Source: an optimization exercise on an open RTL-to-GDS flow (aim: small area and a short achievable clock period). Production flows keep margins and buffers that such runs may drop. The RTL was checked by simulation tests, not by an equivalence proof against the original design. Power and IR drop assume default switching activity.

Setup of old:
==> flow/design.v <==
package biu_pkg;
    localparam int PHYS_AW = 20;
    localparam int DATA_W = 8;
endpackage
module responder_mem (
    input  logic        clk,
    input  logic        we,
    input  logic [15:0] sel_hi,
    input  logic [15:0] sel_lo,
    input  logic [7:0]  wdata,
    output logic [31:0] rpart
);
    logic [7:0] mem_q [256];
    logic [15:0] wsel_hi;
    assign wsel_hi = sel_hi & {16{we}};
    for (genvar w = 0; w < 256; w++) begin : g_word
        always_ff @(posedge clk)
            if (wsel_hi[w / 16] && sel_lo[w % 16]) mem_q[w] <= wdata;
    end
    logic [15:0] rsel_lo [4];
    logic [15:0] rsel_hi;
    always_ff @(posedge clk) begin
        for (int c = 0; c < 4; c++) rsel_lo[c] <= sel_lo & {16{|sel_hi[c*4 +: 4]}};
        rsel_hi <= sel_hi;
    end
    logic [7:0] grp [16];
    logic [31:0] rpart_d;
    always_comb begin
        for (int h = 0; h < 16; h++) begin
            grp[h] = '0;
            for (int l = 0; l < 16; l++)
                grp[h] = grp[h] | (mem_q[h*16+l] & {8{rsel_lo[h/4][l]}});
        end
        rpart_d = '0;
        for (int h = 0; h < 16; h++)
            rpart_d[(h/4)*8 +: 8] = rpart_d[(h/4)*8 +: 8] | (grp[h] & {8{rsel_hi[h]}});
    end
    always_ff @(posedge clk) rpart <= rpart_d;
endmodule
module bus_responder (
    input  logic                        clk,
    input  logic                        rst,
    input  logic [biu_pkg::PHYS_AW-1:0] addr_bus,
    input  logic                        ale,
    input  logic                        rd,
    input  logic                        wr,
    input  logic [biu_pkg::DATA_W-1:0]  data_in,
    output logic [biu_pkg::DATA_W-1:0]  data_out,
    output logic                        data_oe,
    output logic                        ready,
    output logic                        hit,
    output logic                        err
);
    logic s_addr, s_wait, s_acc, s_hm, s_miss, s_hold, hit_a, miss_go;
    logic rd_dir;
    logic [15:0] sel_hi, sel_lo;
    logic [7:0] wdata_q;
    logic       wpend;
    logic [31:0] rpart;
    logic [7:0]  rdata;
    assign rdata = rpart[7:0] | rpart[15:8] | rpart[23:16] | rpart[31:24];
    logic idle, busy, latch, strobe, both, dir_strobe, drive, hit_d;
    assign s_hold     = s_hm & !s_miss;
    assign busy       = s_wait | s_acc | s_hm;
    assign idle       = !(busy | s_addr);
    assign latch      = ale && (idle || s_addr);
    assign strobe     = rd | wr;
    assign both       = rd & wr;
    assign dir_strobe = rd_dir ? rd : wr;
    assign drive      = (s_acc || (s_hold && strobe)) && rd_dir;
    assign miss_go    = s_addr && !ale && strobe && (both || !hit_a);
    always_comb begin
        hit_d = hit;
        if (latch)                  hit_d = addr_bus[19:8] == 12'h000;
        else if (s_addr && both)    hit_d = 1'b0;
        else if (s_hold && !strobe) hit_d = 1'b0;
    end
    responder_mem u_mem (
        .clk   (clk),
        .we    (wpend),
        .sel_hi(sel_hi),
        .sel_lo(sel_lo),
        .wdata (wdata_q),
        .rpart (rpart)
    );
    always_ff @(posedge clk or negedge rst) begin
        if (!rst) begin
            s_addr   <= 1'b0;
            s_wait   <= 1'b0;
            s_acc    <= 1'b0;
            s_hm     <= 1'b0;
            s_miss   <= 1'b0;
            ready    <= 1'b0;
            hit      <= 1'b0;
            err      <= 1'b0;
            data_oe  <= 1'b0;
            data_out <= '0;
        end else begin
            s_addr   <= latch || (s_addr && !strobe);
            s_wait   <= s_addr && !ale && strobe && !both && hit_a;
            s_acc    <= s_wait && dir_strobe;
            s_hm     <= s_acc || (s_hm && strobe) || miss_go;
            s_miss   <= miss_go || (s_miss && strobe);
            ready    <= s_acc || (s_hold && strobe);
            hit      <= hit_d;
            err      <= (s_addr && !ale && both) || (ale && busy);
            data_oe  <= drive;
            data_out <= rdata & {8{drive}};
        end
    end
    always_ff @(posedge clk) begin
        if (latch) begin
            sel_hi <= 16'(1) << addr_bus[7:4];
            sel_lo <= 16'(1) << addr_bus[3:0];
            hit_a  <= addr_bus[19:8] == 12'h000;
        end
        if (s_addr && !ale && strobe) rd_dir <= rd;
        wdata_q <= data_in;
        wpend   <= s_acc && !rd_dir;
    end
endmodule
Settings: LEC_CHECK=0, CAP_MARGIN=20, CORE_MARGIN=2, CORE_UTILIZATION=60, CTS_CLUSTER_DIAMETER=100, CTS_CLUSTER_SIZE=25, PLACE_DENSITY=0.7, SETUP_SLACK_MARGIN=2.0, SLEW_MARGIN=20; clock period 4.0 ns.
run.sh (not shown) runs the stock make flow with config.mk's settings and CLKGATE_MAP_FILE= SYNTH_SCRIPT=/design/flow/synth_recipe.tcl, a recipe that flattens the netlist after the stock synthesis.
For new, these inputs were changed with respect to old:
diff --git a/flow/design.v b/flow/design.v
--- a/flow/design.v
+++ b/flow/design.v
@@ -5,5 +5,6 @@
 module responder_mem (
     input  logic        clk,
-    input  logic        we,
+    input  logic [15:0] wsel_hi,
+    input  logic [15:0] nwsel_hi,
     input  logic [15:0] sel_hi,
     input  logic [15:0] sel_lo,
@@ -12,9 +13,10 @@
 );
     logic [7:0] mem_q [256];
-    logic [15:0] wsel_hi;
-    assign wsel_hi = sel_hi & {16{we}};
     for (genvar w = 0; w < 256; w++) begin : g_word
+        logic we, nwe;
+        assign we  = wsel_hi[w / 16] & sel_lo[w % 16];
+        assign nwe = nwsel_hi[w / 16] | ~sel_lo[w % 16];
         always_ff @(posedge clk)
-            if (wsel_hi[w / 16] && sel_lo[w % 16]) mem_q[w] <= wdata;
+            mem_q[w] <= (mem_q[w] & {8{nwe}}) | (wdata & {8{we}});
     end
     logic [15:0] rsel_lo [4];
@@ -56,5 +58,5 @@
     logic [15:0] sel_hi, sel_lo;
     logic [7:0] wdata_q;
-    logic       wpend;
+    logic [15:0] wsel_hi, nwsel_hi;
     logic [31:0] rpart;
     logic [7:0]  rdata;
@@ -78,5 +80,6 @@
     responder_mem u_mem (
         .clk   (clk),
-        .we    (wpend),
+        .wsel_hi (wsel_hi),
+        .nwsel_hi(nwsel_hi),
         .sel_hi(sel_hi),
         .sel_lo(sel_lo),
@@ -117,5 +120,6 @@
         if (s_addr && !ale && strobe) rd_dir <= rd;
         wdata_q <= data_in;
-        wpend   <= s_acc && !rd_dir;
+        wsel_hi  <= sel_hi & {16{s_acc && !rd_dir}};
+        nwsel_hi <= ~(sel_hi & {16{s_acc && !rd_dir}});
     end
 endmodule
Notes after the runs:
- From old to new the numbers moved as follows: power grew by 0.0017 W, count of plain and timing-repair buffers shrank by 23.
- Clock sink count | new above old
- Compare old and new | synthesized cell count higher: new
- Taking old as the reference point, the floorplan core area of new rises by 3500 sq um.
- The lower clock network power share of old and new is in new.
- Compared with old, new has extra setup slack.

port drivers added, routing unchanged:
How much do the figures lean on ideal ports? The routed layouts below were timed once more, with nothing changed but the port constraints. Step 1 assumes that a clkbuf_16 drives the clock port and a buf_2 every other input. Step 2, shift: input delay + t, output delay - t, t = (earliest + latest rising clock arrival at the registers) / 2. This alone moves slack from input paths to output paths. Three values: no drivers, after step 1, after step 2; two values: the first two.
| run | t, ns | setup slack, ns | worst setup path at the end | clock arrival spread, ns | worst data-port slew with drivers (ns) |
|---|---|---|---|---|---|
| old | 0.825 | 1.809 / 1.725 / 1.515 | input to register | 0.045 / 0.044 | 0.03 |
| new | 0.815 | 1.927 / 1.850 / 1.624 | input to register | 0.047 / 0.047 | 0.17 |
After both steps every run listed still meets setup and hold. The setup slack of new, which loses most, moves by -0.077 ns with the drivers and by -0.303 ns with both steps.
